Context: an optimization exercise on an open-source flow, tuned for small area and a short achievable clock period. The choices shown serve that exercise and are no tape-out recipe.
RTL that was checked went through simulation tests only; none was proved equivalent to the original.
No functional check of the RTL was part of runs 1 to 3.
Power and IR drop assume default switching activity.

==> flow/flow/run.sh <==
#!/bin/bash
set -euo pipefail
MARGIN=$(cat flow/margin.txt)
bash standard.sh SETUP_SLACK_MARGIN=$MARGIN finish > flow_make.log 2>&1 || { tail -50 flow_make.log; exit 1; }
tail -5 flow_make.log
==> flow/flow/margin.txt <==
7
==> flow/standard.sh <==
#!/bin/bash
# synth_recipe.tcl (not shown) runs the flow's synth.tcl, then flattens the netlist and writes it again
# the make line also repeats each setting of config.mk as NAME=value (left out here)
make -C /OpenROAD-flow-scripts/flow DESIGN_CONFIG=/design/flow/config.mk WORK_HOME=/design/flow/orfs CLKGATE_MAP_FILE= SYNTH_SCRIPT=/design/flow/synth_recipe.tcl "${@:-finish}"
==> flow/config.mk <==
export PLATFORM = sky130hd
export DESIGN_NAME = mem_io_responder
export DESIGN_NICKNAME = mem_io_responder
export VERILOG_FILES = /design/flow/design.v
export SDC_FILE = /design/flow/constraint.sdc
export NUM_CORES = 4
export LEC_CHECK = 0
export CAP_MARGIN = 20
export CORE_MARGIN = 2
export CORE_UTILIZATION = 50
export CTS_BUF_LIST = sky130_fd_sc_hd__clkbuf_16
export CTS_CLUSTER_DIAMETER = 100
export CTS_CLUSTER_SIZE = 25
export SLEW_MARGIN = 20
export SYNTH_HIERARCHICAL = 1
==> flow/constraint.sdc <==
create_clock -name core_clock -period 10.0 [get_ports {Clock}]
set_input_delay 2.0000 -clock core_clock [delete_from_list [all_inputs] [get_ports {Clock}]]
set_output_delay 2.0000 -clock core_clock [all_outputs]
set_load 0.01 [all_outputs]
==> flow/design.v <==
module mio_ao8 (
  input  logic [7:0] s,
  input  logic [7:0] d,
  output logic       y
);
  assign y = |(s & d);
endmodule
module mio_nor16 (
  input  logic [15:0] a,
  output logic        y_n
);
  assign y_n = ~|a;
endmodule
module mio_hold (
  input  logic q,
  input  logic we,
  input  logic we_n,
  input  logic d,
  output logic y
);
  assign y = (q | we) & (we_n | d);
endmodule
module mio_fin (
  input  logic rd_n,
  input  logic ram_rd_n,
  input  logic oth_n,
  output logic y
);
  assign y = ~((ram_rd_n | rd_n) & oth_n);
endmodule
module mio_predec #(
  parameter int N = 3
) (
  input  logic [N-1:0]    a,
  output logic [2**N-1:0] y_n
);
  always_comb
    for (int k = 0; k < 2**N; k++) y_n[k] = a != N'(k);
endmodule
module mio_predec_en #(
  parameter int N = 3
) (
  input  logic [N-1:0]    a,
  input  logic            en,
  output logic [2**N-1:0] y_n
);
  always_comb
    for (int k = 0; k < 2**N; k++) y_n[k] = !(en && a == N'(k));
endmodule
module mio_wl (
  input  logic a_n,
  input  logic b_n,
  output logic we,
  output logic we_n
);
  assign we   = !(a_n || b_n);
  assign we_n = a_n || b_n;
endmodule
module mem_io_responder #(
  parameter int MEM_AW   = 7,
  parameter int N_LED    = 10,
  parameter int N_SW     = 10,
  parameter int PRESCALE = 100,
  parameter int PS_W     = 7
) (
  input  logic              Clock,
  input  logic              Resetn,
  input  logic [15:0]       ADDR,
  input  logic [15:0]       DOUT,
  input  logic              W,
  output logic [15:0]       DIN,
  input  logic [N_SW-1:0]   SW,
  output logic [N_LED-1:0]  LEDR,
  output logic              Tick_flag
);
  localparam int NW = 2**MEM_AW;
  localparam int NG = NW / 8;
  logic [NW-1:0][15:0] mem;
  logic [15:0] din_q, din_d, cnt_q, cnt_d, rld_q, rld_d, rd_n, oth;
  logic [N_LED-1:0] led_q, led_d;
  logic [N_SW-1:0] sw1_q, sw2_q;
  logic [PS_W-1:0] ps_q, ps_d;
  logic en_q, en_d, ar_q, ar_d, flag_q, flag_d;
  logic sel_ram, sel_led, sel_sw, sel_tmr, wr_cnt, wr_ctl, run, tick, cnt_one;
  logic [NW-1:0] rsel, wsel, wsel_n;
  logic [NW-1:0][15:0] mem_d;
  logic [15:0][NG-1:0] grp;
  assign sel_ram = ADDR[15:12] == 4'h0;
  assign sel_led = ADDR[15:12] == 4'h1;
  assign sel_sw  = ADDR[15:12] == 4'h2;
  assign sel_tmr = ADDR[15:12] == 4'h3;
  assign wr_cnt  = W && sel_tmr && !ADDR[0];
  assign wr_ctl  = W && sel_tmr && ADDR[0];
  assign cnt_one = cnt_q == 16'd1;
  assign run     = en_q && cnt_q != '0;
  assign tick    = run && ps_q == PS_W'(PRESCALE - 1);
  logic ram_rd, ram_wr;
  assign ram_rd = sel_ram && !W;
  assign ram_wr = sel_ram && W;
  logic [7:0] pl_n, pw_n;
  logic [NG-1:0] ph_n;
  mio_predec #(.N(3)) u_pl (.a(ADDR[2:0]), .y_n(pl_n));
  mio_predec #(.N(MEM_AW-3)) u_ph (.a(ADDR[MEM_AW-1:3]), .y_n(ph_n));
  mio_predec_en #(.N(3)) u_pw (.a(ADDR[2:0]), .en(ram_wr), .y_n(pw_n));
  always_comb
    for (int i = 0; i < NW; i++) rsel[i] = !(pl_n[i%8] || ph_n[i/8]);
  for (genvar i = 0; i < NW; i++) begin : g_wl
    mio_wl u_wl (.a_n(pw_n[i%8]), .b_n(ph_n[i/8]), .we(wsel[i]), .we_n(wsel_n[i]));
  end
  for (genvar b = 0; b < 16; b++) begin : g_bit
    for (genvar g = 0; g < NG; g++) begin : g_grp
      logic [7:0] d;
      for (genvar j = 0; j < 8; j++) begin : g_w
        assign d[j] = mem[g*8 + j][b];
      end
      mio_ao8 u_ao (.s(rsel[g*8 +: 8]), .d(d), .y(grp[b][g]));
    end
    mio_nor16 u_nor (.a(grp[b]), .y_n(rd_n[b]));
  end
  always_comb begin
    led_d  = W && sel_led ? DOUT[N_LED-1:0] : led_q;
    ps_d   = (wr_cnt || tick || !run) ? '0 : ps_q + PS_W'(1);
    cnt_d  = wr_cnt ? DOUT : !tick ? cnt_q : cnt_one ? (ar_q ? rld_q : '0) : cnt_q - 16'd1;
    rld_d  = wr_cnt ? DOUT : rld_q;
    en_d   = wr_ctl ? DOUT[0] : en_q;
    ar_d   = wr_ctl ? DOUT[1] : ar_q;
    flag_d = (tick && cnt_one) || (flag_q && !(wr_ctl && DOUT[2]));
    oth    = ({16{ram_wr}} & DOUT) |
             ({16{sel_led}} & 16'(led_d)) |
             ({16{sel_sw}}  & 16'(sw2_q)) |
             ({16{sel_tmr && ADDR[0]}} & {13'b0, flag_d, ar_d, en_d}) |
             ({16{sel_tmr && !ADDR[0]}} & cnt_d);
  end
  for (genvar b = 0; b < 16; b++) begin : g_fin
    mio_fin u_fin (.rd_n(rd_n[b]), .ram_rd_n(!ram_rd), .oth_n(!oth[b]), .y(din_d[b]));
  end
  always_ff @(posedge Clock or negedge Resetn)
    if (!Resetn) begin
      din_q  <= '0;
      led_q  <= '0;
      sw1_q  <= '0;
      sw2_q  <= '0;
      cnt_q  <= '0;
      rld_q  <= '0;
      ps_q   <= '0;
      en_q   <= 1'b0;
      ar_q   <= 1'b0;
      flag_q <= 1'b0;
    end else begin
      din_q  <= din_d;
      led_q  <= led_d;
      sw1_q  <= SW;
      sw2_q  <= sw1_q;
      cnt_q  <= cnt_d;
      rld_q  <= rld_d;
      ps_q   <= ps_d;
      en_q   <= en_d;
      ar_q   <= ar_d;
      flag_q <= flag_d;
    end
  for (genvar i = 0; i < NW; i++) begin : g_word
    for (genvar b = 0; b < 16; b++) begin : g_b
      mio_hold u_hold (.q(mem[i][b]), .we(wsel[i]), .we_n(wsel_n[i]), .d(DOUT[b]), .y(mem_d[i][b]));
    end
  end
  always_ff @(posedge Clock)
    mem <= mem_d;
  assign DIN       = din_q;
  assign LEDR      = led_q;
  assign Tick_flag = flag_q;
endmodule
==> results.toml, run 1 <==
[outcome]
status = "no timing/DRC/antenna violations"

[cells_and_area]
fin_util_pct = 64.92
nets = 7369
area_delta_synth_final_pct = 29.12
mostFrequentLayoutCells = "o22a_1, dfxtp_1, a22oi_1"
drive_gt1_share_pct = 23.42
stdcell_count = 9361
fillers = 11650

[logic_synthesis]
yosysTopAreaCell = "dfxtp_1"
netlist_area_sq_um = 75120
syn_nets = 6366
synthTopCellsByArea = "dfxtp_1, o22a_1, a22oi_1, dfrtp_1, nand4_1"
yosysTopAreaCellShare_pct = 54.58
async_flop_share_pct = 4.120
ys_warn_count = 10
synth-edff-count = 0
synth.avg_cell_area_sq_um = 11.89
ys_seq_area_share_pct = 57.51
netlist-cell-type-count = 65
ys_ff_latch = 2136
ys.flop_type = "dfxtp_1"
syn_inst = 6318

[routing]
vias = 68520
first_pass_iters = 8
m1WireLength_um = 129700
wl_per_cell_um = 35.03
wl_um = 327900
drc = 0
ant_nets = 0
highest_layer = "met5"
drtIter0Drc = 9158
dr_wl_met3_um = 38170
viasPerCell = 7.319
wl_met2_um = 141000

[floorplan]
core_area_sq_um = 149400
start_util_pct = 50.28
core.rowCount = 142
die_h_um = 391.6
die_x_um = 391.6
die_area_sq_um = 153400
io_pins = 72

[timing]
slew_headroom_pct = 26.74
final.setup_skew_ns = 0.05018
max_freq_mhz = 243.0
grt_setup_unrepaired = "yes"
setup_viol = 0
fin_crit_ns = 4.115
drv_slew = 0
worst_pin_slew_ns = 1.099
timing.final.ws_setup_ns = 5.885
finalHoldViolations = 0
fin_crit_sh_pct = 41.15
setup_tns_ns = 0

[global_route]
overflow = 0
grt_use_total_pct = 40.21
grt_pass1_wl_um = 451600
grt_max_degree = 79
grt_pass1_vias = 62330
antenna_found_initial = 20

[clock_tree]
insertion_delay_ns = 0.80
clock-root-buffer = "clkbuf_16"
clk_path_buf_depth = 3
numCtsBuffers = 95
h-tree-depth = 3
clkSlewWorstSetupHoldPaths_ns = 0.11
cts_tree = "built"
cts_sinks = 2136

[placed_design]
place_worst_setup_slack_ns = 2.986
port_buffers = 66
dp_hpwl_um = 168800
globalplace.congestion = 0.8786
numPlacedInstances = 8446

[worst_setup_path]
worstPathArrival_ns = 4.74
worstPathMaxFanout = 7
worstSetupStartpointType = "input pin"
path_class = "input pin to register"
cp-end-kind = "register"
worstPathRequired_ns = 10.62

[pwr]
powerDensity_nw_per_um2 = 146.5
leakage_nw = 34.19
peakVddDrop_uv = 144.0
p_total_w = 0.01421

[worst_hold_path]
hold_path.class = "register to register"

[run]
max-cap-violations = 0
==> modules after synthesis, one instance, submodules excluded, excerpt <==
| module | flip-flops and latches | cells | area, sq um |
|---|---|---|---|
| mem_io_responder | 2136 | 2602 | 45670 |
| mio_ao8 | 0 | 5 | 36.28 |
| mio_nor16 | 0 | 5 | 33.78 |
| mio_wl | 0 | 2 | 10.01 |
| mio_hold | 0 | 1 | 8.758 |
| mio_fin | 0 | 1 | 5.005 |
==> registers in the layout (all words and copies together), names as in the netlist <==
name,count
en_q,1
mem,2048
led_q,10
din_q,16
rld_q,16
sw1_q,10
cnt_q,16
ar_q,1
ps_q,7
flag_q,1
sw2_q,10
==> synth_stat cells (5+ instances only) <==
master / n
o22a_1: 2048
nand4b_1: 8
or2_2: 5
a21oi_1: 11
inv_1: 11
dfrtp_1: 88
o21ai_1: 19
nand4_1: 260
mux2_2: 19
or2_1: 128
nand2_1: 70
buf_1: 11
nor4_1: 70
buf_2: 6
and4_1: 16
nor3_1: 8
dfxtp_1: 2048
clkbuf_1: 37
nor2_1: 281
nand4bb_1: 9
or3_1: 5
o41ai_1: 5
a22oi_1: 1038
or4b_1: 5
a32o_1: 5
nand3_1: 9
o21ai_0: 18
a211oi_1: 5
o31ai_1: 5
==> cells by family (layout without fill, tap and decap cells) <==
group,count (synthesis),in the layout,share of synthesized area [%]
mux,20,20,0.3048
fa+ha+maj,3,3,0.04997
compound gates,3181,3181,35.10
other cells,0,8,0
xor+xnor,5,5,0.05830
flops,2136,2136,57.51
buf+inv,68,931,0.3697
simple gates,905,1061,6.607
==> where the power goes <==
part | switching (W) | internal [W] | total [W]
Sequential | 0.000112 | 0.00868 | 0.00879
Combinational | 0.000531 | 0.000328 | 0.000858
Clock | 0.00277 | 0.00179 | 0.00456
==> final timing paths <==
kind	startpoint	end	slack [ns]	cells after the start
max in group asynchronous	Resetn	flag_q	7.62	2
worst min-delay path	sw1_q[6]	sw2_q[6]	0.35	0
worst max register to register	cnt_q[0]	din_q[8]	7.01	9
worst min register to register	sw1_q[6]	sw2_q[6]	0.35	0
min in group asynchronous	Resetn	cnt_q[15]	1.21	1
worst max-delay path	ADDR[3]	din_q[14]	5.88	12
==> stage by stage <==
stage | hold WS, ns | cell area [sq um]
2_1_floorplan | 0.3312 | 76470
3_3_place_gp | 0.3339 | 80020
3_5_place_dp | 0.3363 | 80110
4_1_cts | 0.3578 | 94020
5_1_grt | 0.3616 | 96980
6_report | 0.3531 | 97000
==> final cells by class <==
type | count | area, sq um | area share, %
Sequential cell | 2136 | 43200 | 44.54
Multi-Input combinational cell | 4270 | 37030 | 38.18
Timing Repair Buffer | 807 | 11620 | 11.98
Tap cell | 2016 | 2522 | 2.601
Clock buffer | 99 | 2477 | 2.554
Clock inverter | 14 | 80.08 | 0.08256
Inverter | 11 | 41.29 | 0.04257
Antenna cell | 8 | 20.02 | 0.02064
==> layer usage <==
layer	up-vias	global-route usage (%)
met2	4077	59.56
met5	-	0
met1	34910	54.95
li1	28630	-
met3	885	9.749
met4	22	19.36
==> worst max-delay path: stages <==
cell and delay, ns:
buf_12 0.12, buf_12 0.16, nand4bb_4 0.17, buf_12 0.17
buf_8 0.11, nor2_4 0.05, buf_4 0.14, a22oi_2 0.17
nand4_1 0.35, nor4_4 0.78, and4_4 0.40, o21ai_2 0.06
==> repair_timing <==
item,CTS,global route
gates cloned,206,54
hold buffers,0,0
resized for setup,1281,222
pin swaps,547,667
setup buffers,399,135
endpoints found under the setup margin,2143,2095
endpoints found under the hold margin,0,0
==> inputs of run 2 (changes only) <==
==> flow/flow/margin.txt (replaced) <==
6.5
--- a/flow/config.mk
+++ b/flow/config.mk
@@ -13,3 +13,4 @@
 export CTS_CLUSTER_SIZE = 25
 export SLEW_MARGIN = 20
 export SYNTH_HIERARCHICAL = 1
+export TNS_END_PERCENT = 10
==> results.toml, run 2 <==
[pwr]
peakVddDrop_uv = 157.9
powerDensity_nw_per_um2 = 160.0
p_total_w = 0.01400
leakage_nw = 30.32

[worst_setup_path]
worstPathMaxFanout = 8
worstPathCellList = "buf_12 -> buf_12 -> buf_12 -> nand4b_1 -> buf_6 -> buf_6 -> nor2_4 -> buf_8 -> a22oi_2 -> nand4_1 -> nor4_4 -> and4_4 -> o21ai_4"
worstSetupStartpointType = "input pin"
crit_family = "simple AND/OR/NAND/NOR gates"
crit_buf_inv = 6
path_class = "input pin to register"
slowest_delay_ns = 0.57
crit_slowest_cell = "nor4_4"
cp-end-kind = "register"
reg2reg_slack_ns = 6.58
worstPathRequired_ns = 10.61
worstPathArrival_ns = 4.85
path_common_cell = "buf_12"

[timing]
slew_headroom_pct = 27.66
final.setup_skew_ns = 0.01632
timing.final.ws_setup_ns = 5.753
setup_viol = 0
worst_pin_slew_ns = 1.085
fin_crit_sh_pct = 42.47
setup_tns_ns = 0
drv_slew = 0
grt_setup_unrepaired = "yes"
finalHoldViolations = 0
max_freq_mhz = 235.5
fin_crit_ns = 4.247

[routing]
ant_nets = 0
drc = 0
drtIter0Drc = 6809
wl_per_cell_um = 32.44
vias = 63550
viasPerCell = 7.180
first_pass_iters = 6
wl_um = 287100

[clock_tree]
insertion_delay_ns = 0.76
numCtsBuffers = 95
cts_sinks = 2136
clk_path_buf_depth = 3
clock-root-buffer = "clkbuf_16"
cts_tree = "built"
h-tree-depth = 3
clkSlewWorstSetupHoldPaths_ns = 0.10
cts_hold_buf = 0

[logic_synthesis]
netlist_area_sq_um = 75120
ys_seq_area_share_pct = 57.51
syn_nets = 6366
synth_top_family_by_area = "compound AO/OA/AOI/OAI gates"
netlist-cell-type-count = 65
synth.area.mux_share_pct = 0.3048
async_flop_share_pct = 4.120
yosysTopAreaCellShare_pct = 54.58
yosysTopAreaCell = "dfxtp_1"
synth_compound_area_share_pct = 35.10
ys_warn_count = 10
syn_inst = 6318
synthTopCellsByArea = "dfxtp_1, o22a_1, a22oi_1, dfrtp_1, nand4_1"
synth-edff-count = 0
synthXorXnorAreaFrac_pct = 0.05829
ys_top_cells_by_count = "dfxtp_1, o22a_1, a22oi_1, nor2_1, nand4_1"
ys.flop_type = "dfxtp_1"
synthAdderAreaFrac_pct = 0.04997
ys_ff_latch = 2136
synth-simple-area-share_pct = 6.607
synth.avg_cell_area_sq_um = 11.89

[floorplan]
die_h_um = 391.6
core_area_sq_um = 149400
io_pins = 72
die_area_sq_um = 153400
core.rowCount = 142
die_x_um = 391.6
start_util_pct = 50.28

[cells_and_area]
nets = 6863
area_delta_synth_final_pct = 16.49
drive_gt1_share_pct = 14.74
regMostFlops = "mem"
mostFrequentLayoutCells = "o22a_1, dfxtp_1, a22oi_1"
largest_reg_flops = 2048

[placed_design]
place_worst_setup_slack_ns = 2.995
dp_hpwl_um = 167100
globalplace.congestion = 0.8774
port_buffers = 66

[worst_hold_path]
hold_path.class = "register to register"

[run]
max-cap-violations = 0

[global_route]
overflow = 0
grt_use_total_pct = 35.97
grt_pass1_wl_um = 409800
antenna_found_initial = 9
grt_pass1_vias = 58770
grt_max_degree = 85

[outcome]
status = "no timing/DRC/antenna violations"
-- run 2: final cells by class --
type                       instances  area, sq um
multi-input combinational       4135        34530
fill                           12630        61910
tap                             2016         2522
timing repair buffer             436         4730
inverter                          11        41.29
clock buffer                      95         2377
sequential                      2136        43200
clock inverter                    14        96.34
antenna                            7        17.52
-- run 2: worst paths after layout --
path / cells after the start / start / end
worst min register to register: 0 / sw1_q[6] / sw2_q[6]
max in group asynchronous: 2 / Resetn / sw1_q[8]
min in group asynchronous: 1 / Resetn / ps_q[3]
worst min-delay path: 0 / sw1_q[6] / sw2_q[6]
worst max register to register: 9 / cnt_q[0] / din_q[8]
worst max-delay path: 13 / ADDR[6] / din_q[13]
-- run 2: logic make-up (layout without fill, tap and decap cells) --
family	after synthesis	in the layout
AOI/OAI and AO/OA	3181	3181
muxes	20	20
and+or+nand+nor	905	926
DFF	2136	2136
xor gates and xnor gates	5	5
other	0	7
buffers and inverters	68	556
adders and majority gates	3	3
-- run 2: per-module statistics from Yosys (local to each module, per instance), excerpt --
module            copies in the design  flops+latches
mio_ao8                            256              0
mio_wl                             128              0
mio_fin                             16              0
mem_io_responder                     1           2136
mio_nor16                           16              0
mio_hold                          2048              0
-- run 2: metrics by stage --
stage	cell area, sq um	util [%]	hold WS, ns	instances
6_report	87510	58.57	0.3481	8850
5_1_grt	87500	58.56	0.3624	8843
2_1_floorplan	75150	-	0.3312	6318
4_1_cts	86710	58.03	0.3506	8807
3_5_place_dp	79560	53.25	0.3347	8519
3_3_place_gp	79430	53.16	0.3330	8511
-- run 2: layer usage --
| metal | share of wire, % | track usage (%) | up-vias |
|---|---|---|---|
| met5 | 0.0098 | 0 | - |
| met4 | 5.0 | 16.38 | 4 |
| met3 | 8.2 | 5.550 | 572 |
| met2 | 45 | 55.05 | 2835 |
| met1 | 42 | 50.09 | 32740 |
| li1 | - | - | 27400 |
-- run 2: worst register-to-register path: cells and delay by family, from the launching register on --
family / cells / cell delay [ns]
AND/OR/NAND/NOR: 3 / 1.57
buffers and inverters: 1 / 0.13
flip-flops: 1 / 0.45
AO/OA/AOI/OAI: 4 / 0.84
adder cells (fa/ha/maj): 1 / 0.30
-- run 2: what timing repair did --
action | in CTS | in global routing
pin swaps | 159 | 83
resized for setup | 687 | 121
gates cloned | 38 | 4
setup endpoints to repair | 2121 | 2072
setup buffers | 141 | 32
-- run 2: power by group --
part           internal, W  leakage (nW)  switching, W
clock network      0.00172          1.25       0.00269
registers          0.00868          17.6      0.000107
logic             0.000305          11.4      0.000491
total               0.0107          30.3       0.00329
==> inputs of run 3 (changes only) <==
--- a/flow/config.mk
+++ b/flow/config.mk
@@ -7,10 +7,10 @@
 export LEC_CHECK = 0
 export CAP_MARGIN = 20
 export CORE_MARGIN = 2
-export CORE_UTILIZATION = 50
+export CORE_UTILIZATION = 60
 export CTS_BUF_LIST = sky130_fd_sc_hd__clkbuf_16
 export CTS_CLUSTER_DIAMETER = 100
 export CTS_CLUSTER_SIZE = 25
+export PLACE_DENSITY = 0.68
 export SLEW_MARGIN = 20
 export SYNTH_HIERARCHICAL = 1
-export TNS_END_PERCENT = 10
==> results.toml, run 3 <==
[timing]
max_freq_mhz = 243.7
setup_tns_ns = 0
timing.final.ws_setup_ns = 5.896
worst_pin_slew_ns = 1.197
setup_viol = 0
fin_crit_ns = 4.104
final.setup_skew_ns = 0.01906
finalHoldViolations = 0
slew_headroom_pct = 20.18
hold_ws_ns = 0.3590
fin_crit_sh_pct = 41.04
drv_slew = 0
grt_setup_unrepaired = "yes"

[clock_tree]
clkSlewWorstSetupHoldPaths_ns = 0.10
cts_tree = "built"
clock-root-buffer = "clkbuf_16"
h-tree-depth = 3
insertion_delay_ns = 0.77
numCtsBuffers = 95
cts_sinks = 2136
clk_path_buf_depth = 3

[cells_and_area]
drive_gt1_share_pct = 17.65
mostFrequentLayoutCells = "o22a_1, dfxtp_1, a22oi_1"
nets = 6952
area_delta_synth_final_pct = 19.89
final_cell_area_sq_um = 90070
largest_reg_flops = 2048
regMostFlops = "mem"

[floorplan]
die_h_um = 357.8
core.rowCount = 129
core_area_sq_um = 124000
io_pins = 72
die_x_um = 357.8
start_util_pct = 60.60
die_area_sq_um = 128100

[global_route]
grt_pass1_vias = 60110
grt_max_degree = 82
grt_use_total_pct = 42.93
antenna_found_initial = 16
overflow = 0
grt_pass1_wl_um = 409800

[routing]
first_pass_iters = 6
viasPerCell = 7.692
vias = 65910
drtIter0Drc = 9761
drc = 0
wl_um = 287300
wl_per_cell_um = 33.53
ant_nets = 0

[placed_design]
dpl_cell_area_sq_um = 79410
globalplace.congestion = 0.9368
place_worst_setup_slack_ns = 3.346
dp_hpwl_um = 161900
port_buffers = 66

[logic_synthesis]
synth.avg_cell_area_sq_um = 11.89
ys_warn_count = 10
ys_top_cells_by_count = "dfxtp_1, o22a_1, a22oi_1, nor2_1, nand4_1"
ys_ff_latch = 2136
synth_top_family_by_area = "compound AO/OA/AOI/OAI gates"
syn_nets = 6366
synthAdderAreaFrac_pct = 0.04997
yosysTopAreaCellShare_pct = 54.58
yosysTopAreaCell = "dfxtp_1"
syn_inst = 6318
ys_seq_area_share_pct = 57.51
synthTopCellsByArea = "dfxtp_1, o22a_1, a22oi_1, dfrtp_1, nand4_1"
async_flop_share_pct = 4.120
synth-simple-area-share_pct = 6.607
netlist_area_sq_um = 75120
ys.flop_type = "dfxtp_1"
synth_compound_area_share_pct = 35.10
synth-edff-count = 0
synth.area.mux_share_pct = 0.3048
netlist-cell-type-count = 65
synthXorXnorAreaFrac_pct = 0.05829

[worst_setup_path]
worstPathArrival_ns = 4.71
worstPathCellList = "buf_12 -> buf_12 -> or3b_4 -> buf_12 -> buf_4 -> nor2_4 -> a22oi_1 -> nand4_1 -> nor4_4 -> and4_1 -> o21ai_1"
slowest_delay_ns = 0.61
cp-end-kind = "register"
worstSetupStartpointType = "input pin"
crit_slowest_cell = "nor4_4"
path_class = "input pin to register"
worstPathRequired_ns = 10.61
worstPathMaxFanout = 16
path_common_cell = "buf_12"

[pwr]
p_total_w = 0.01409
peakVddDrop_uv = 138.9
powerDensity_nw_per_um2 = 156.5
leakage_nw = 31.41

[outcome]
status = "no timing/DRC/antenna violations"

[worst_hold_path]
hold_path.class = "register to register"

[run]
max-cap-violations = 0
## run 3: path summary, 6_finish.rpt
check                      startpoint   endpoint  slack, ns  depth (start not counted)
max                           ADDR[0]   din_q[6]       5.90                         11
min                          sw1_q[9]   sw2_q[9]       0.36                          0
max reg2reg                  cnt_q[0]   din_q[8]       6.09                          9
min reg2reg                  sw1_q[9]   sw2_q[9]       0.36                          0
max in group asynchronous      Resetn   din_q[6]       7.55                          2
min in group asynchronous      Resetn  rld_q[12]       1.12                          1
## run 3: cells by family (layout without fill, tap and decap cells)
| kind of cell | after synthesis | after routing |
|---|---|---|
| AOI/OAI and AO/OA | 3181 | 3181 |
| xor gates and xnor gates | 5 | 5 |
| adders and majority gates | 3 | 3 |
| buffers and inverters | 68 | 619 |
| DFF | 2136 | 2136 |
| muxes | 20 | 20 |
| other | 0 | 7 |
| and+or+nand+nor | 905 | 960 |
## run 3: cell type report
type	instances	area, sq um
multi-input cells	4169	35820
clock buffers	99	2477
repair buffers	491	6355
diodes	7	17.52
flip-flops and latches	2136	43210
inverters	11	45.04
clock inverters	18	95.09
fillers	8721	33890
well taps	1637	2048
## run 3: repair_timing
| action | CTS | global route |
|---|---|---|
| pin swaps | 212 | 159 |
| buffers inserted | 257 | 56 |
| gates cloned | 77 | 11 |
| resized for setup | 870 | 120 |
| hold buffers | 0 | 0 |
| endpoints found under the setup margin | 2120 | 1543 |
## run 3: stage by stage
stage	util [%]	std cells
6_report	72.66	8568
5_1_grt	72.65	8563
4_1_cts	71.61	8494
3_5_place_dp	64.06	8043
3_3_place_gp	64.04	8043
2_1_floorplan	-	6318
## run 3: report_power, final
| group | switching [W] | internal [W] |
|---|---|---|
| Combinational | 0.000524 | 0.000309 |
| Clock | 0.00268 | 0.00179 |
| Sequential | 0.000114 | 0.00868 |
## run 3: worst max-delay path: cells and delay by family
kind	cells	cell delay, ns
AO/OA/AOI/OAI	2	0.34
buffers and inverters	4	0.61
AND/OR/NAND/NOR	5	1.71
## run 3: per-layer routing
metal	global-route usage (%)	wire [um]	vias up
met3	11.57	34020	954
met1	57.09	109800	33140
met4	25.20	20270	16
met5	0	117	-
met2	62.81	123000	4093
li1	-	-	27700
## run 3: modules after synthesis (local to each module, per instance), a selection
module            flip-flops and latches  cells
mio_nor16                              0      5
mio_fin                                0      1
mio_wl                                 0      2
mio_hold                               0      1
mio_ao8                                0      5
mem_io_responder                    2136   2602
==> inputs of run 4 (changes only) <==
--- a/flow/design.v
+++ b/flow/design.v
@@ -5,11 +5,31 @@
 );
   assign y = |(s & d);
 endmodule
+module mio_nor2 (
+  input  logic [1:0] a,
+  output logic       y_n
+);
+  assign y_n = ~|a;
+endmodule
+module mio_nand4 (
+  input  logic [3:0] a,
+  output logic       y_n
+);
+  assign y_n = ~&a;
+endmodule
 module mio_nor16 (
   input  logic [15:0] a,
   output logic        y_n
 );
-  assign y_n = ~|a;
+  logic [7:0] p_n;
+  logic [1:0] q;
+  for (genvar k = 0; k < 8; k++) begin : g_p
+    mio_nor2 u_p (.a(a[2*k +: 2]), .y_n(p_n[k]));
+  end
+  for (genvar m = 0; m < 2; m++) begin : g_q
+    mio_nand4 u_q (.a(p_n[4*m +: 4]), .y_n(q[m]));
+  end
+  mio_nor2 u_r (.a(q), .y_n(y_n));
 endmodule
 module mio_hold (
   input  logic q,
--- a/flow/config.mk
+++ b/flow/config.mk
@@ -7,10 +7,9 @@
 export LEC_CHECK = 0
 export CAP_MARGIN = 20
 export CORE_MARGIN = 2
-export CORE_UTILIZATION = 60
+export CORE_UTILIZATION = 50
 export CTS_BUF_LIST = sky130_fd_sc_hd__clkbuf_16
 export CTS_CLUSTER_DIAMETER = 100
 export CTS_CLUSTER_SIZE = 25
-export PLACE_DENSITY = 0.68
 export SLEW_MARGIN = 20
 export SYNTH_HIERARCHICAL = 1
==> results.toml, run 4 <==
[logic_synthesis]
ys_seq_area_share_pct = 57.43
ys.flop_type = "dfxtp_1"
syn_nets = 6445
ys_ff_latch = 2136
async_flop_share_pct = 4.120
ys_warn_count = 10
synth-edff-count = 0
yosysTopAreaCell = "dfxtp_1"
synthTopCellsByArea = "dfxtp_1, o22a_1, a22oi_1, dfrtp_1, nand4_1"
synth-simple-area-share_pct = 6.825
synth_compound_area_share_pct = 35.00
synthXorXnorAreaFrac_pct = 0.06986
netlist_area_sq_um = 75220
synth.avg_cell_area_sq_um = 11.76
syn_inst = 6397
ys_top_cells_by_count = "dfxtp_1, o22a_1, a22oi_1, nor2_1, nand4_1"
yosysTopAreaCellShare_pct = 54.50
netlist-cell-type-count = 67
synthAdderAreaFrac_pct = 0.04990
synth_top_family_by_area = "compound AO/OA/AOI/OAI gates"
synth.area.mux_share_pct = 0.2977

[cells_and_area]
seq_area_sq_um = 43200
regMostFlops = "mem"
nets = 7005
multi_input_area_sq_um = 35570
largest_reg_flops = 2048
mostFrequentLayoutCells = "o22a_1, dfxtp_1, a22oi_1"
drive_gt1_share_pct = 17.57
area_delta_synth_final_pct = 19.13
fillers = 12570

[global_route]
grt_pass1_wl_um = 404100
grt_pass1_vias = 58650
grt_max_degree = 89
overflow = 0
grt_use_total_pct = 35.42
antenna_found_initial = 7

[routing]
vias = 63700
drtIter0Drc = 6663
drc = 0
wl_per_cell_um = 31.69
ant_nets = 0
first_pass_iters = 6
wl_um = 284900
viasPerCell = 7.085

[worst_setup_path]
worstPathMaxFanout = 7
worstSetupStartpointType = "input pin"
reg2reg_to = "din_q[0]"
reg2reg_slack_ns = 6.88
worstPathArrival_ns = 4.66
path_class = "input pin to register"
crit_path_start = "ADDR[6]"
reg2reg_depth = 8
cp-end-kind = "register"
worstPathRequired_ns = 10.61
reg2reg_from = "cnt_q[1]"

[floorplan]
core_area_sq_um = 149600
io_pins = 72
die_x_um = 391.9
die_h_um = 391.9
core.rowCount = 142
start_util_pct = 50.28
die_area_sq_um = 153600

[timing]
max_freq_mhz = 247.0
setup_tns_ns = 0
grt_setup_unrepaired = "yes"
fin_crit_sh_pct = 40.48
slew_headroom_pct = 27.39
final.setup_skew_ns = 0.02540
drv_slew = 0
timing.final.ws_setup_ns = 5.952
setup_viol = 0
fin_crit_ns = 4.048
finalHoldViolations = 0
worst_pin_slew_ns = 1.089

[placed_design]
dp_hpwl_um = 165100
globalplace.congestion = 0.8890
place_worst_setup_slack_ns = 3.400
port_buffers = 66

[pwr]
powerDensity_nw_per_um2 = 156.8
peakVddDrop_uv = 173.8
leakage_nw = 31.01

[clock_tree]
clk_path_buf_depth = 3
clock-root-buffer = "clkbuf_16"
numCtsBuffers = 95
clkSlewWorstSetupHoldPaths_ns = 0.10
cts_sinks = 2136
insertion_delay_ns = 0.77
cts_tree = "built"
h-tree-depth = 3

[worst_hold_path]
whs_path_depth = 0
hold_path.class = "register to register"
whs_endpoint = "sw2_q[2]"
min_from = "sw1_q[2]"

[outcome]
status = "no timing/DRC/antenna violations"

[run]
max-cap-violations = 0
run 4: what timing repair did:
action,CTS,global route
pin swaps,193,218
setup buffers,237,84
gates cloned,43,14
endpoints found under the setup margin,2092,1192
hold endpoints to repair,0,0
resized for setup,680,175
hold buffers,0,0
run 4: modules after synthesis, one instance, submodules excluded, excerpt:
module / cells / flip-flops and latches
mio_hold: 1 / 0
mio_nor2: 1 / 0
mio_ao8: 5 / 0
mem_io_responder: 2585 / 2136
mio_wl: 2 / 0
mio_fin: 1 / 0
mio_nand4: 1 / 0
run 4: layout make-up:
type                       instances  share of cell area (%)
clock buffer                      99                   2.764
tap                             2016                   2.815
inverter                           6                 0.02513
antenna                            4                 0.01117
multi-input combinational       4235                   39.69
timing repair buffer             483                   6.407
sequential                      2136                   48.21
clock inverter                    12                 0.08098
run 4: kinds of logic (layout without fill, tap and decap cells):
| kind of cell | count (synthesis) | in the layout |
|---|---|---|
| flops | 2136 | 2136 |
| other cells | 0 | 4 |
| fa+ha+maj | 3 | 3 |
| buf+inv | 58 | 600 |
| compound gates | 3172 | 3172 |
| xor+xnor | 6 | 6 |
| simple gates | 1002 | 1034 |
| mux | 20 | 20 |
run 4: worst max path at each step:
stage	end	slack (ns)	cells past startpoint
after detailed placement	din_q[4]	3.40	10
after floorplan	mem[1040]	5.79	7
after global placement	din_q[4]	3.43	10
after global routing	din_q[11]	6.06	12
after CTS	mem[807]	5.74	8
final	din_q[11]	5.95	12
run 4: report_power, final:
group | internal [W] | total (W) | switching [W]
registers | 0.00868 | 0.00879 | 0.000111
logic | 0.000297 | 0.000780 | 0.000483
clock network | 0.00178 | 0.00448 | 0.00270
total | 0.0108 | 0.0141 | 0.00329
run 4: per-layer routing:
| layer | vias up | wire length (um) | track usage (%) | part of all wire (%) |
|---|---|---|---|---|
| met5 | - | 13 | 0 | 0.0046 |
| met4 | 2 | 13230 | 15.42 | 4.6 |
| met3 | 440 | 21670 | 4.790 | 7.6 |
| met2 | 2702 | 128700 | 54.06 | 45 |
| met1 | 32810 | 121300 | 50.12 | 43 |
| li1 | 27750 | - | - | - |
run 4: worst max-delay path, cell delays in order:
cell	delay (ns)
buf_16	0.13
buf_12	0.16
or4b_4	0.33
buf_6	0.15
nor2_4	0.06
buf_6	0.14
a22oi_1	0.20
nand4_1	0.35
nor2_4	0.31
nand4_1	0.37
nor2_4	0.34
o21ai_2	0.08
run 4: per-stage QoR:
step                      total power (W)  util (%)  instance area [sq um]  hold WS [ns]  cells
final                             0.01405     59.90                  89610        0.3561   8991
after global routing              0.01445     59.90                  89600        0.3647   8987
after detailed placement         0.009627     53.57                  80140        0.3347   8496
after CTS                         0.01407     58.65                  87740        0.3590   8887
after global placement           0.009609     53.53                  80080        0.3334   8496
after floorplan                  0.009242         -                  76720        0.3312   6397
==> inputs of run 5 (changes only) <==
==> flow/flow/margin.txt (replaced) <==
6
==> results.toml, run 5 <==
[timing]
drv_slew = 0
hold_ws_ns = 0.3573
setup_tns_ns = 0
grt_setup_unrepaired = "yes"
worst_pin_slew_ns = 1.079
setup_viol = 0
max_freq_mhz = 242.2
fin_crit_ns = 4.130
final.setup_skew_ns = 0.03409
finalHoldViolations = 0
slew_headroom_pct = 28.07
fin_crit_sh_pct = 41.30

[floorplan]
core.rowCount = 142
die_h_um = 391.9
die_x_um = 391.9
core_area_sq_um = 149600
start_util_pct = 50.28
die_area_sq_um = 153600
io_pins = 72

[routing]
drtIter0Drc = 6673
wl_per_cell_um = 31.12
wl_um = 272900
vias = 61960
drc = 0
viasPerCell = 7.065
first_pass_iters = 6
ant_nets = 0

[cells_and_area]
largest_reg_flops = 2048
drive_gt1_share_pct = 11.80
nets = 6788
stdcell_count = 8770
diodes = 0
area_delta_synth_final_pct = 14.01
regMostFlops = "mem"
mostFrequentLayoutCells = "o22a_1, dfxtp_1, a22oi_1"

[global_route]
grt_pass1_vias = 57080
grt_use_total_pct = 33.72
antenna_found_initial = 4
overflow = 0
grt_max_degree = 80
grt_pass1_wl_um = 388000

[worst_setup_path]
path_class = "input pin to register"
reg2reg_slack_ns = 6.71
worstPathArrival_ns = 4.72
cp-end-kind = "register"
worstSetupStartpointType = "input pin"
worstPathRequired_ns = 10.59
worstPathMaxFanout = 16

[logic_synthesis]
netlist_area_sq_um = 75220
async_flop_share_pct = 4.120
syn_nets = 6445
synth.avg_cell_area_sq_um = 11.76
synth-edff-count = 0
syn_inst = 6397
ys.flop_type = "dfxtp_1"
ys_ff_latch = 2136
ys_seq_area_share_pct = 57.43
ys_top_cells_by_count = "dfxtp_1, o22a_1, a22oi_1, nor2_1, nand4_1"
netlist-cell-type-count = 67
ys_warn_count = 10
yosysTopAreaCell = "dfxtp_1"
synthTopCellsByArea = "dfxtp_1, o22a_1, a22oi_1, dfrtp_1, nand4_1"
yosysTopAreaCellShare_pct = 54.50

[clock_tree]
insertion_delay_ns = 0.76
numCtsBuffers = 95
clock-root-buffer = "clkbuf_16"
h-tree-depth = 3
clkSlewWorstSetupHoldPaths_ns = 0.10
clk_path_buf_depth = 3
cts_sinks = 2136
cts_tree = "built"

[placed_design]
dp_hpwl_um = 162900
numPlacedInstances = 8509
globalplace.congestion = 0.8706
port_buffers = 66

[pwr]
leakage_nw = 29.37
powerDensity_nw_per_um2 = 162.9
p_total_w = 0.01397
peakVddDrop_uv = 156.4

[run]
max-cap-violations = 0

[outcome]
status = "no timing/DRC/antenna violations"

[worst_hold_path]
hold_path.class = "register to register"
run 5: cell counts after synthesis:
No cell type changed its count.
run 5: final cells by class:
class	count	area, sq um
Tap cell	2016	2522
Inverter	6	22.52
Timing Repair Buffer	289	3416
Clock buffer	99	2477
Multi-Input combinational cell	4212	34050
Clock inverter	12	73.82
Fill cell	12970	63840
Sequential cell	2136	43200
run 5: critical path, stage by stage:
cell      delay [ns]
buf_4           0.20
nand3b_1        0.24
buf_12          0.27
nor2_4          0.15
a22oi_2         0.31
nand4_1         0.34
nor2_4          0.32
nand4_1         0.42
nor2_4          0.35
o21ai_1         0.10
run 5: power by group:
group	switching (W)	internal, W	leakage [nW]
clock	0.00268	0.00178	1.28
combinational	0.000452	0.000267	10.5
sequential	0.000109	0.00868	17.6
run 5: cell families (layout without fill, tap and decap cells):
group	count (synthesis)	in the layout	synth area share (%)
flops	2136	2136	57.43
fa+ha+maj	3	3	0.04991
compound gates	3172	3172	35.00
buf+inv	58	406	0.3277
xor+xnor	6	6	0.06987
mux	20	20	0.2977
simple gates	1002	1011	6.825
run 5: timing repair:
action | 4_1_cts | 5_1_grt
setup endpoints to repair | 1714 | 927
hold endpoints to repair | 0 | 0
pin swaps | 46 | 71
resized for setup | 326 | 106
hold buffers | 0 | 0
gates cloned | 13 | 9
setup buffers | 37 | 89
run 5: routing by layer:
| layer | global-route usage [%] | share of wire [%] | vias to the layer above |
|---|---|---|---|
| li1 | - | - | 27230 |
| met1 | 47.32 | 43 | 31750 |
| met2 | 52.70 | 45 | 2513 |
| met3 | 4.118 | 7.1 | 465 |
| met4 | 13.76 | 4.6 | 2 |
| met5 | 0 | 0.0033 | - |
run 5: stage by stage:
stage,instance area [sq um],worst slack [ns],util [%]
after floorplan,76150,5.751,-
after global placement,79740,3.260,53.30
after detailed placement,79770,3.220,53.33
after CTS,84110,5.913,56.22
after global routing,85760,5.977,57.33
final,85760,5.870,57.33
run 5: path summary, 6_finish.rpt:
check	from	to	depth (start not counted)
worst max-delay path	ADDR[2]	din_q[5]	10
worst min-delay path	sw1_q[3]	sw2_q[3]	0
worst max register to register	cnt_q[1]	din_q[2]	9
worst min register to register	sw1_q[3]	sw2_q[3]	0
max in group asynchronous	Resetn	rld_q[7]	2
min in group asynchronous	Resetn	led_q[9]	1
run 5: per-module statistics from Yosys (local to each module, per instance), excerpt:
module,flip-flops and latches,copies in the design,area (sq um)
mio_fin,0,16,5.005
mem_io_responder,2136,1,45570
mio_nor2,0,144,3.754
mio_ao8,0,256,36.28
mio_hold,0,2048,8.758
mio_nand4,0,32,6.256
mio_wl,0,128,10.01
==> inputs of run 6 (changes only) <==
==> flow/flow/margin.txt (replaced) <==
5.5
==> results.toml, run 6 <==
[outcome]
status = "no timing/DRC/antenna violations"

[worst_setup_path]
reg2reg_slack_ns = 6.72
reg2reg_from = "cnt_q[12]"
worstPathArrival_ns = 5.25
path_class = "input pin to register"
reg2reg_to = "din_q[1]"
worstPathRequired_ns = 10.60
worstSetupStartpointType = "input pin"
worstPathMaxFanout = 26
crit_path_start = "ADDR[3]"
cp-end-kind = "register"
endpoint = "din_q[15]"
reg2reg_depth = 7

[cells_and_area]
area_delta_synth_final_pct = 10.73
nets = 6740
drive_gt1_share_pct = 8.839
largest_reg_flops = 2048
fillers = 13240
regMostFlops = "mem"
stdcell_count = 8728
mostFrequentLayoutCells = "o22a_1, dfxtp_1, a22oi_1"
fin_util_pct = 55.68

[routing]
drtIter0Drc = 6800
first_pass_iters = 7
wl_per_cell_um = 30.56
drc = 0
vias = 61450
ant_nets = 0
viasPerCell = 7.041
wl_um = 266700

[clock_tree]
clock-root-buffer = "clkbuf_16"
clkSlewWorstSetupHoldPaths_ns = 0.10
clk_path_buf_depth = 3
insertion_delay_ns = 0.76
cts_sinks = 2136
cts_hold_buf = 0
cts_tree = "built"
numCtsBuffers = 95
h-tree-depth = 3

[logic_synthesis]
syn_inst = 6397
yosysTopAreaCell = "dfxtp_1"
ys.flop_type = "dfxtp_1"
synth-edff-count = 0
netlist_area_sq_um = 75220
ys_warn_count = 10
synthXorXnorAreaFrac_pct = 0.06986
async_flop_share_pct = 4.120
synth_top_family_by_area = "compound AO/OA/AOI/OAI gates"
ys_ff_latch = 2136
syn_nets = 6445
synth-simple-area-share_pct = 6.825
ys_seq_area_share_pct = 57.43
synthAdderAreaFrac_pct = 0.04990
synthTopCellsByArea = "dfxtp_1, o22a_1, a22oi_1, dfrtp_1, nand4_1"
synth_compound_area_share_pct = 35.00
netlist-cell-type-count = 67
synth.area.mux_share_pct = 0.2977
synth.avg_cell_area_sq_um = 11.76
yosysTopAreaCellShare_pct = 54.50
ys_top_cells_by_count = "dfxtp_1, o22a_1, a22oi_1, nor2_1, nand4_1"

[timing]
setup_viol = 0
drv_slew = 0
final.setup_skew_ns = 0.02613
max_freq_mhz = 215.2
fin_crit_sh_pct = 46.46
worst_pin_slew_ns = 1.164
grt_setup_unrepaired = "yes"
finalHoldViolations = 0
setup_tns_ns = 0
fin_crit_ns = 4.646
slew_headroom_pct = 22.09

[pwr]
powerDensity_nw_per_um2 = 167.0
p_sw_share_pct = 23.09
power.internal_w = 0.01070
peakVddDrop_uv = 160.9
pwr-share-comb_pct = 4.8
switchingPower_w = 0.003212
leakage_nw = 28.62
pwr-share-clk_pct = 32.1
p_seq_share_pct = 63.2

[floorplan]
core.rowCount = 142
start_util_pct = 50.28
io_pins = 72
die_x_um = 391.9
die_area_sq_um = 153600
core_area_sq_um = 149600
die_h_um = 391.9

[global_route]
grt_max_degree = 80
grt_pass1_wl_um = 384800
grt_pass1_vias = 57520
grt_use_total_pct = 33.50
antenna_found_initial = 12
overflow = 0

[placed_design]
numPlacedInstances = 8565
globalplace.congestion = 0.9007
dp_hpwl_um = 164000
port_buffers = 66

[worst_hold_path]
hold_path.class = "register to register"
min_from = "sw1_q[6]"

[run]
max-cap-violations = 0
==> run 6: changes by cell type in the layout (fill, tap and decap cells not counted), moves of 32 or more <==
cell | before | now
nor2_4 | 182 | 56
nor2_1 | 99 | 199
buf_12 | 58 | 5
a22oi_1 | 1000 | 1032
a22oi_2 | 37 | 5
==> run 6: area by class of cell <==
class	instances	area [sq um]	area share [%]
Sequential cell	2136	43200	51.87
Multi-Input combinational cell	4213	32900	39.50
Tap cell	2016	2522	3.028
Clock buffer	99	2477	2.974
Timing Repair Buffer	240	2082	2.500
Clock inverter	15	81.33	0.09764
Inverter	6	22.52	0.02704
Antenna cell	3	7.507	0.009013
==> run 6: cells by family (layout without fill, tap and decap cells) <==
family / count (synthesis) / in the layout
other: 0 / 3
flip-flops: 2136 / 2136
XOR/XNOR: 6 / 6
buffers and inverters: 58 / 360
multiplexers: 20 / 20
AND/OR/NAND/NOR: 1002 / 1012
AO/OA/AOI/OAI: 3172 / 3172
adder cells (fa/ha/maj): 3 / 3
==> run 6: timing repair <==
| action | CTS | global route |
|---|---|---|
| setup endpoints to repair | 1616 | 270 |
| gates cloned | 6 | 4 |
| pin swaps | 10 | 16 |
| buffers inserted | 25 | 3 |
| resized for setup | 201 | 50 |
==> run 6: per-module statistics from Yosys (local to each module, per instance), a selection <==
| module | cell area [sq um] | cells inside |
|---|---|---|
| mio_hold | 8.758 | 1 |
| mio_ao8 | 36.28 | 5 |
| mio_wl | 10.01 | 2 |
| mio_fin | 5.005 | 1 |
| mem_io_responder | 45570 | 2585 |
| mio_nand4 | 6.256 | 1 |
| mio_nor2 | 3.754 | 1 |
==> run 6: power by group through the flow <==
stage | Sequential (W) | Clock [W] | Combinational [W]
2_1_floorplan | 0.00895 | 0 | 0.000258
4_1_cts | 0.00878 | 0.00454 | 0.000646
3_3_place_gp | 0.00897 | 0 | 0.000610
6_report | 0.00879 | 0.00446 | 0.000663
3_5_place_dp | 0.00898 | 0 | 0.000622
5_1_grt | 0.00881 | 0.00484 | 0.000691
==> run 6: metal layers <==
metal | track usage [%] | routed length (um) | vias to the layer above
met5 | 0 | 81 | -
met4 | 15.39 | 13600 | 10
met3 | 4.773 | 19710 | 479
met2 | 52.14 | 121200 | 2536
met1 | 46.08 | 112100 | 31330
li1 | - | - | 27100
==> run 6: critical path: stages <==
cell             delay, ns
clkdlybuf4s50_1       0.51
buf_12                0.29
nand4bb_4             0.36
nor2_1                0.22
buf_4                 0.24
a22oi_1               0.16
nand4_1               0.24
nor2_1                0.27
nand4_1               0.43
nor2_2                0.35
o21ai_1               0.13
==> run 6: stage by stage <==
step | instance area [sq um] | total power (W) | setup slack, ns | hold WS, ns
after detailed placement | 79340 | 0.009602 | 3.224 | 0.3347
after CTS | 82790 | 0.01397 | 5.309 | 0.3607
after global routing | 83280 | 0.01434 | 5.428 | 0.3718
after global placement | 79250 | 0.009583 | 3.287 | 0.3329
after floorplan | 75220 | 0.009213 | 5.525 | 0.3312
final | 83290 | 0.01391 | 5.354 | 0.3577
==> run 6: worst min path at each step <==
stage               end  slack (ns)  cells past startpoint
2_1_floorplan  sw2_q[0]        0.33                      0
6_report       sw2_q[6]        0.36                      0
3_5_place_dp   sw2_q[3]        0.33                      0
3_3_place_gp   sw2_q[4]        0.33                      0
5_1_grt        sw2_q[0]        0.37                      0
4_1_cts        sw2_q[0]        0.36                      0
==> inputs of run 7 (changes only) <==
==> flow/flow/margin.txt (replaced) <==
6.5
--- a/flow/config.mk
+++ b/flow/config.mk
@@ -10,6 +10,6 @@
 export CORE_UTILIZATION = 50
 export CTS_BUF_LIST = sky130_fd_sc_hd__clkbuf_16
 export CTS_CLUSTER_DIAMETER = 100
-export CTS_CLUSTER_SIZE = 25
+export CTS_CLUSTER_SIZE = 30
 export SLEW_MARGIN = 20
 export SYNTH_HIERARCHICAL = 1
==> results.toml, run 7 <==
[outcome]
status = "no timing/DRC/antenna violations"

[worst_setup_path]
path_class = "input pin to register"
slowest_delay_ns = 0.44
worstPathArrival_ns = 4.79
cp-end-kind = "register"
worstPathRequired_ns = 10.60
path_common_cell = "buf_12"
crit_slowest_cell = "nand4_1"
crit_family = "simple AND/OR/NAND/NOR gates"
crit_buf_inv = 7
worstPathMaxFanout = 6
worstPathCellList = "buf_12 -> buf_12 -> buf_12 -> buf_12 -> or4b_4 -> buf_12 -> nor2_4 -> buf_6 -> buf_6 -> a22oi_2 -> nand4_1 -> nor2_4 -> nand4_1 -> nor2_4 -> o21ai_2"
worstSetupStartpointType = "input pin"

[logic_synthesis]
ys_warn_count = 10
yosysTopAreaCellShare_pct = 54.50
syn_nets = 6445
async_flop_share_pct = 4.120
netlist_area_sq_um = 75220
ys.flop_type = "dfxtp_1"
ys_seq_area_share_pct = 57.43
synthTopCellsByArea = "dfxtp_1, o22a_1, a22oi_1, dfrtp_1, nand4_1"
ys_top_cells_by_count = "dfxtp_1, o22a_1, a22oi_1, nor2_1, nand4_1"
yosysTopAreaCell = "dfxtp_1"
synth.avg_cell_area_sq_um = 11.76
netlist-cell-type-count = 67
syn_inst = 6397
ys_ff_latch = 2136
synth-edff-count = 0

[cells_and_area]
fin_util_pct = 59.97
area_delta_synth_final_pct = 19.27
regMostFlops = "mem"
mostFrequentLayoutCells = "o22a_1, dfxtp_1, a22oi_1"
largest_reg_flops = 2048
final_cell_area_sq_um = 89720
fillers = 12490
drive_gt1_share_pct = 17.75
nets = 7044

[placed_design]
dpl_cell_area_sq_um = 80140
globalplace.congestion = 0.8890
dp_hpwl_um = 165100
place_worst_setup_slack_ns = 3.400
port_buffers = 66

[global_route]
overflow = 0
grt_pass1_vias = 58990
antenna_found_initial = 5
grt_pass1_wl_um = 406400
grt_use_total_pct = 35.60
grt_max_degree = 89

[run]
max-cap-violations = 0

[timing]
finalHoldViolations = 0
drv_slew = 0
setup_tns_ns = 0
timing.final.ws_setup_ns = 5.804
slew_headroom_pct = 26.58
final.setup_skew_ns = 0.03561
worst_pin_slew_ns = 1.101
hold_ws_ns = 0.3599
max_freq_mhz = 238.3
fin_crit_sh_pct = 41.96
grt_setup_unrepaired = "yes"
fin_crit_ns = 4.196
setup_viol = 0

[clock_tree]
insertion_delay_ns = 0.75
cts_sinks = 2136
clk_path_buf_depth = 3
h-tree-depth = 3
numCtsBuffers = 81
clock-root-buffer = "clkbuf_16"
cts_tree = "built"
clkSlewWorstSetupHoldPaths_ns = 0.11

[routing]
wl_per_cell_um = 31.90
first_pass_iters = 6
vias = 63990
ant_nets = 0
viasPerCell = 7.088
drtIter0Drc = 7063
wl_um = 288000
drc = 0

[worst_hold_path]
hold_path.class = "register to register"

[floorplan]
die_h_um = 391.9
core.rowCount = 142
die_area_sq_um = 153600
die_x_um = 391.9
start_util_pct = 50.28
core_area_sq_um = 149600
io_pins = 72

[pwr]
powerDensity_nw_per_um2 = 153.7
peakVddDrop_uv = 121.1
leakage_nw = 31.10
## run 7: final timing paths
| check | startpoint | end | slack (ns) | cells after the start |
|---|---|---|---|---|
| min | sw1_q[2] | sw2_q[2] | 0.36 | 0 |
| max | ADDR[3] | din_q[10] | 5.80 | 15 |
| min reg2reg | sw1_q[2] | sw2_q[2] | 0.36 | 0 |
| min in group asynchronous | Resetn | ps_q[1] | 1.32 | 1 |
| max in group asynchronous | Resetn | rld_q[12] | 8.14 | 1 |
| max reg2reg | cnt_q[1] | din_q[0] | 6.88 | 8 |
## run 7: worst register-to-register path, stage by stage, from the launching register on
cell and delay, ns:
dfrtp_1 0.44, inv_1 0.11, ha_1 0.29, or4b_1 0.70, nor4_4 0.41, or2_2 0.40, o311ai_0 0.31, a21oi_1 0.24
o21ai_2 0.08
## run 7: per-module statistics from Yosys (local to each module, per instance), a selection
module	area, sq um	flip-flops and latches	times used	cells
mio_nand4	6.256	0	32	1
mio_fin	5.005	0	16	1
mio_nor2	3.754	0	144	1
mio_wl	10.01	0	128	2
mem_io_responder	45570	2136	1	2585
mio_ao8	36.28	0	256	5
## run 7: cells by family after synthesis
logic type / count (synthesis) / synth area share, %
XOR/XNOR: 6 / 0.06987
buffers and inverters: 58 / 0.3277
multiplexers: 20 / 0.2977
flip-flops: 2136 / 57.43
AND/OR/NAND/NOR: 1002 / 6.825
AO/OA/AOI/OAI: 3172 / 35.00
adder cells (fa/ha/maj): 3 / 0.04991
## run 7: layout make-up
cell class	instances	area [sq um]	share of cell area, %
flip-flops and latches	2136	43200	48.15
repair buffers	526	6208	6.920
well taps	2016	2522	2.811
clock buffers	86	2152	2.399
clock inverters	10	60.06	0.06694
diodes	3	7.507	0.008367
inverters	6	22.52	0.02510
multi-input cells	4245	35550	39.62
## run 7: power breakdown
group          leakage, nW  internal, W  switching [W]
clock                 1.11      0.00156        0.00265
combinational         12.4     0.000298       0.000487
sequential            17.6      0.00868       0.000111
total                 31.1       0.0105        0.00325
## run 7: metal layers
metal	track usage, %	wire length (um)	share of wire [%]
met1	50.65	121400	42
met2	54.16	129700	45
met3	4.549	23950	8.3
met4	15.60	12980	4.5
met5	0	0	0
## run 7: metrics by stage
step	instances	power (W)
2_1_floorplan	6397	0.009242
3_3_place_gp	8496	0.009609
3_5_place_dp	8496	0.009627
4_1_cts	8921	0.01382
5_1_grt	9025	0.01419
6_report	9028	0.01379
## run 7: repair_timing
action	4_1_cts	5_1_grt
gates resized for setup	665	216
pin swaps	215	251
cloned	46	26
endpoints found under the setup margin	2092	1717
hold buffers	0	0
buffers inserted	283	76
==> inputs of run 8 (changes only) <==
==> flow/flow/margin.txt (replaced) <==
6
--- a/flow/config.mk
+++ b/flow/config.mk
@@ -10,6 +10,7 @@
 export CORE_UTILIZATION = 50
 export CTS_BUF_LIST = sky130_fd_sc_hd__clkbuf_16
 export CTS_CLUSTER_DIAMETER = 100
-export CTS_CLUSTER_SIZE = 30
+export CTS_CLUSTER_SIZE = 25
 export SLEW_MARGIN = 20
 export SYNTH_HIERARCHICAL = 1
+export TNS_END_PERCENT = 20
==> results.toml, run 8 <==
[timing]
final.setup_skew_ns = 0.03178
timing.final.ws_setup_ns = 5.819
worst_pin_slew_ns = 1.101
slew_headroom_pct = 26.60
grt_setup_unrepaired = "yes"
max_freq_mhz = 239.2
fin_crit_ns = 4.181
finalHoldViolations = 0
setup_tns_ns = 0
setup_viol = 0
drv_slew = 0
fin_crit_sh_pct = 41.81

[logic_synthesis]
ys_top_cells_by_count = "dfxtp_1, o22a_1, a22oi_1, nor2_1, nand4_1"
synthXorXnorAreaFrac_pct = 0.06986
synth_top_family_by_area = "compound AO/OA/AOI/OAI gates"
netlist-cell-type-count = 67
synth.area.mux_share_pct = 0.2977
async_flop_share_pct = 4.120
syn_nets = 6445
ys.flop_type = "dfxtp_1"
ys_seq_area_share_pct = 57.43
synth-simple-area-share_pct = 6.825
yosysTopAreaCell = "dfxtp_1"
synth.avg_cell_area_sq_um = 11.76
ys_ff_latch = 2136
syn_inst = 6397
synth-edff-count = 0
synthTopCellsByArea = "dfxtp_1, o22a_1, a22oi_1, dfrtp_1, nand4_1"
synthAdderAreaFrac_pct = 0.04990
synth_compound_area_share_pct = 35.00
ys_warn_count = 10
netlist_area_sq_um = 75220
yosysTopAreaCellShare_pct = 54.50

[pwr]
leakage_nw = 29.55
powerDensity_nw_per_um2 = 162.8
p_total_w = 0.01398
peakVddDrop_uv = 160.3

[cells_and_area]
final_cell_area_sq_um = 85880
drive_gt1_share_pct = 12.61
seq_area_sq_um = 43200
mostFrequentLayoutCells = "o22a_1, dfxtp_1, a22oi_1"
multi_input_area_sq_um = 34200
regMostFlops = "mem"
fillers = 13010
stdcell_count = 8813
area_delta_synth_final_pct = 14.17
nets = 6828
largest_reg_flops = 2048

[routing]
wl_met2_um = 126000
drc = 0
drtIter0Drc = 6754
m1WireLength_um = 116300
wl_um = 275600
highest_layer = "met5"
first_pass_iters = 7
dr_wl_met3_um = 18600
wl_per_cell_um = 31.27
ant_nets = 0
viasPerCell = 7.084
vias = 62430

[global_route]
grt_max_degree = 81
overflow = 0
antenna_found_initial = 7
grt_pass1_wl_um = 392800
grt_pass1_vias = 57850
grt_use_total_pct = 34.27

[floorplan]
die_area_sq_um = 153600
core_area_sq_um = 149600
die_x_um = 391.9
core.rowCount = 142
start_util_pct = 50.28
io_pins = 72
die_h_um = 391.9

[clock_tree]
clkSlewWorstSetupHoldPaths_ns = 0.10
insertion_delay_ns = 0.76
cts_hold_buf = 0
clk_path_buf_depth = 3
h-tree-depth = 3
cts_tree = "built"
numCtsBuffers = 95
cts_sinks = 2136
clock-root-buffer = "clkbuf_16"

[run]
max-cap-violations = 0

[worst_setup_path]
reg2reg_depth = 7
cp-end-kind = "register"
worstSetupStartpointType = "input pin"
worstPathMaxFanout = 16
worstPathRequired_ns = 10.60
worstPathArrival_ns = 4.78
path_class = "input pin to register"

[worst_hold_path]
whs_path_depth = 0
hold_path.class = "register to register"

[placed_design]
port_buffers = 66
dpl_cell_area_sq_um = 79560
dp_hpwl_um = 166600
globalplace.congestion = 0.8967
numPlacedInstances = 8585
place_worst_setup_slack_ns = 3.292

[outcome]
status = "no timing/DRC/antenna violations"
-- run 8: cell counts after synthesis --
No cell type changed its count.
-- run 8: cells by family (layout without fill, tap and decap cells) --
family / count (synthesis) / count (layout)
xor gates and xnor gates: 6 / 6
other: 0 / 2
and+or+nand+nor: 1002 / 1017
buffers and inverters: 58 / 441
muxes: 20 / 20
DFF: 2136 / 2136
AOI/OAI and AO/OA: 3172 / 3172
adders and majority gates: 3 / 3
-- run 8: worst max-delay path, stage by stage --
cell     delay (ns)
buf_8          0.13
or3b_4         0.34
buf_12         0.21
buf_12         0.14
buf_6          0.10
nor2_2         0.05
buf_2          0.19
a22oi_1        0.19
nand4_1        0.27
nor2_4         0.30
nand4_1        0.42
nor2_2         0.30
o21ai_1        0.09
-- run 8: metrics by stage --
step	hold slack, ns	utilization [%]
5_1_grt	0.3690	57.40
2_1_floorplan	0.3312	-
4_1_cts	0.3616	56.41
3_3_place_gp	0.3330	53.12
6_report	0.3588	57.41
3_5_place_dp	0.3372	53.18
-- run 8: repair_timing --
| item | in CTS | in global routing |
|---|---|---|
| buffers inserted | 44 | 44 |
| pin swaps | 61 | 86 |
| gates resized for setup | 486 | 200 |
| setup endpoints to repair | 2024 | 1623 |
| hold endpoints to repair | 0 | 0 |
| cloned | 16 | 9 |
-- run 8: layout make-up --
cell class | count | share of cell area [%]
timing repair buffer | 323 | 3.916
antenna | 2 | 0.005828
inverter | 6 | 0.02622
tap | 2016 | 2.937
clock inverter | 12 | 0.07867
clock buffer | 100 | 2.914
sequential | 2136 | 50.30
multi-input combinational | 4218 | 39.82
-- run 8: final timing paths --
path	start	end	slack [ns]
worst max-delay path	ADDR[2]	din_q[13]	5.82
worst min-delay path	sw1_q[4]	sw2_q[4]	0.36
worst max register to register	cnt_q[12]	din_q[1]	6.75
worst min register to register	sw1_q[4]	sw2_q[4]	0.36
max in group asynchronous	Resetn	rld_q[9]	7.79
min in group asynchronous	Resetn	din_q[14]	1.21
-- run 8: modules after synthesis, one instance, submodules excluded, a selection --
| module | flops+latches | area [sq um] | cells inside |
|---|---|---|---|
| mem_io_responder | 2136 | 45570 | 2585 |
| mio_ao8 | 0 | 36.28 | 5 |
| mio_fin | 0 | 5.005 | 1 |
| mio_hold | 0 | 8.758 | 1 |
| mio_nand4 | 0 | 6.256 | 1 |
| mio_nor2 | 0 | 3.754 | 1 |
| mio_wl | 0 | 10.01 | 2 |
-- run 8: per-layer routing --
layer / GRT usage, % / vias up
li1: - / 27340
met1: 46.95 / 32100
met2: 54.01 / 2453
met3: 3.738 / 526
met4: 16.71 / 6
met5: 0 / -
-- run 8: power breakdown --
part | internal, W | switching (W)
combinational | 0.000264 | 0.000450
sequential | 0.00868 | 0.000111
clock | 0.00180 | 0.00268
==> inputs of run 9 (changes only) <==
==> flow/flow/margin.txt (replaced) <==
6.25
--- a/flow/config.mk
+++ b/flow/config.mk
@@ -13,4 +13,3 @@
 export CTS_CLUSTER_SIZE = 25
 export SLEW_MARGIN = 20
 export SYNTH_HIERARCHICAL = 1
-export TNS_END_PERCENT = 20
==> results.toml, run 9 <==
[pwr]
powerDensity_nw_per_um2 = 160.7
peakVddDrop_uv = 146.3
p_total_w = 0.01406

[timing]
max_freq_mhz = 248.7
fin_crit_sh_pct = 40.21
grt_setup_unrepaired = "yes"
worst_pin_slew_ns = 1.156
finalHoldViolations = 0
setup_tns_ns = 0
timing.final.ws_setup_ns = 5.979
setup_viol = 0
final.setup_skew_ns = 0.01747
drv_slew = 0

[logic_synthesis]
syn_inst = 6397
yosysTopAreaCellShare_pct = 54.50
syn_nets = 6445
synth.avg_cell_area_sq_um = 11.76
netlist_area_sq_um = 75220
ys_ff_latch = 2136
ys_warn_count = 10
ys_seq_area_share_pct = 57.43
ys_top_cells_by_count = "dfxtp_1, o22a_1, a22oi_1, nor2_1, nand4_1"
netlist-cell-type-count = 67
synth-edff-count = 0
ys.flop_type = "dfxtp_1"
yosysTopAreaCell = "dfxtp_1"

[cells_and_area]
mostFrequentLayoutCells = "o22a_1, dfxtp_1, a22oi_1"
multi_input_area_sq_um = 34920
seq_area_sq_um = 43200
fillers = 12820
drive_gt1_share_pct = 13.95
regMostFlops = "mem"
nets = 6849
fin_util_pct = 58.45

[global_route]
grt_max_degree = 119
grt_use_total_pct = 34.94
grt_pass1_vias = 58260
grt_pass1_wl_um = 400100

[worst_setup_path]
path_class = "input pin to register"
worstPathCellList = "buf_12 -> buf_16 -> nand4b_1 -> buf_6 -> buf_12 -> buf_12 -> nor2_4 -> buf_4 -> a22oi_1 -> nand4_1 -> nor2_4 -> nand4_1 -> nor2_2 -> o21ai_1"
reg2reg_to = "din_q[2]"
worstPathMaxFanout = 8
cp-end-kind = "register"
worstSetupStartpointType = "input pin"
slowest_delay_ns = 0.37
reg2reg_depth = 9

[clock_tree]
h-tree-depth = 3
insertion_delay_ns = 0.76
cts_sinks = 2136
cts_hold_buf = 0
clk_path_buf_depth = 3
cts_tree = "built"
clkSlewWorstSetupHoldPaths_ns = 0.10
clock-root-buffer = "clkbuf_16"
numCtsBuffers = 95

[routing]
drtIter0Drc = 7249
wl_um = 278700
vias = 62660
wl_per_cell_um = 31.53
first_pass_iters = 6

[outcome]
status = "no timing/DRC/antenna violations"

[placed_design]
globalplace.congestion = 0.8764
place_worst_setup_slack_ns = 3.404

[floorplan]
core.rowCount = 142
core_area_sq_um = 149600
io_pins = 72
die_area_sq_um = 153600

[worst_hold_path]
whs_path_depth = 0
whs_endpoint = "sw2_q[6]"
min_from = "sw1_q[6]"

[run]
max-cap-violations = 0
==> run 9: cell count changes in the layout (fill, tap and decap cells not counted), sizes merged, moves of 2 or more <==
| cell | delta |
|---|---|
| bufbuf | +5 |
| or2 | +3 |
| clkbuf | -2 |
| dlygate4sd2 | +11 |
| diode | +4 |
| clkdlybuf4s50 | -13 |
| buf | +6 |
| clkinv | +2 |
| nor2 | +11 |
==> run 9: cell type report <==
| cell class | instances | area share (%) |
|---|---|---|
| sequential | 2136 | 49.40 |
| multi-input combinational | 4230 | 39.93 |
| timing repair buffer | 332 | 4.808 |
| tap | 2016 | 2.885 |
| clock buffer | 99 | 2.833 |
| clock inverter | 15 | 0.09586 |
| inverter | 6 | 0.02575 |
| antenna | 6 | 0.01717 |
==> run 9: how the worst max path moves through the flow <==
stage | startpoint | to | slack, ns
floorplan | ADDR[13] | mem[1040] | 5.79
global placement | ADDR[2] | din_q[1] | 3.45
detailed placement | ADDR[2] | din_q[1] | 3.40
CTS | ADDR[4] | din_q[1] | 6.15
global route | ADDR[6] | din_q[15] | 6.08
finish | ADDR[4] | din_q[14] | 5.98
==> run 9: metal layers <==
metal / wire (um) / vias up / GRT usage (%)
met2: 123500 / 2607 / 52.91
met5: 38 / - / 0
li1: - / 27430 / -
met4: 15300 / 6 / 16.96
met1: 119000 / 32140 / 48.98
met3: 20980 / 481 / 4.879
==> run 9: Yosys stat by module (local to each module, per instance), a selection <==
module / cell area [sq um] / cells inside / copies in the design
mem_io_responder: 45570 / 2585 / 1
mio_ao8: 36.28 / 5 / 256
mio_fin: 5.005 / 1 / 16
mio_hold: 8.758 / 1 / 2048
mio_nand4: 6.256 / 1 / 32
mio_nor2: 3.754 / 1 / 144
mio_wl: 10.01 / 2 / 128
==> run 9: critical path, delay by kind of cell <==
kind | cells | cell delay, ns
compound gates | 2 | 0.26
buf+inv | 6 | 0.87
simple gates | 6 | 1.45
==> run 9: logic make-up (layout without fill, tap and decap cells) <==
logic type / count (synthesis) / in the layout / share of synthesized area, %
simple gates: 1002 / 1029 / 6.825
flops: 2136 / 2136 / 57.43
fa+ha+maj: 3 / 3 / 0.04991
other cells: 0 / 6 / 0
xor+xnor: 6 / 6 / 0.06987
compound gates: 3172 / 3172 / 35.00
mux: 20 / 20 / 0.2977
buf+inv: 58 / 452 / 0.3277
==> run 9: report_power, final <==
group	switching, W	internal [W]	total, W	leakage [nW]
clock	0.00272	0.00178	0.00450	1.30
combinational	0.000476	0.000291	0.000767	11.1
sequential	0.000110	0.00868	0.00879	17.6
==> run 9: timing repair <==
action | in CTS | in global routing
resized for setup | 463 | 87
pin swaps | 136 | 89
hold endpoints to repair | 0 | 0
setup buffers | 157 | 15
endpoints found under the setup margin | 2071 | 249
gates cloned | 40 | 6
==> run 9: per-stage QoR <==
step | hold slack, ns | cell area, sq um | cells
after floorplan | 0.3312 | 76720 | 6397
after global placement | 0.3335 | 80090 | 8496
after detailed placement | 0.3373 | 80190 | 8502
after CTS | 0.3600 | 86830 | 8813
after global routing | 0.3646 | 87440 | 8837
final | 0.3557 | 87450 | 8840

Check on run 9: ideal ports give 5.979 ns setup slack; a clkbuf_16 on the clock port and buf_2 on the inputs give 5.989 ns; moving port delays by the midpoint clock arrival (0.833 ns) as well gives 5.155 ns.
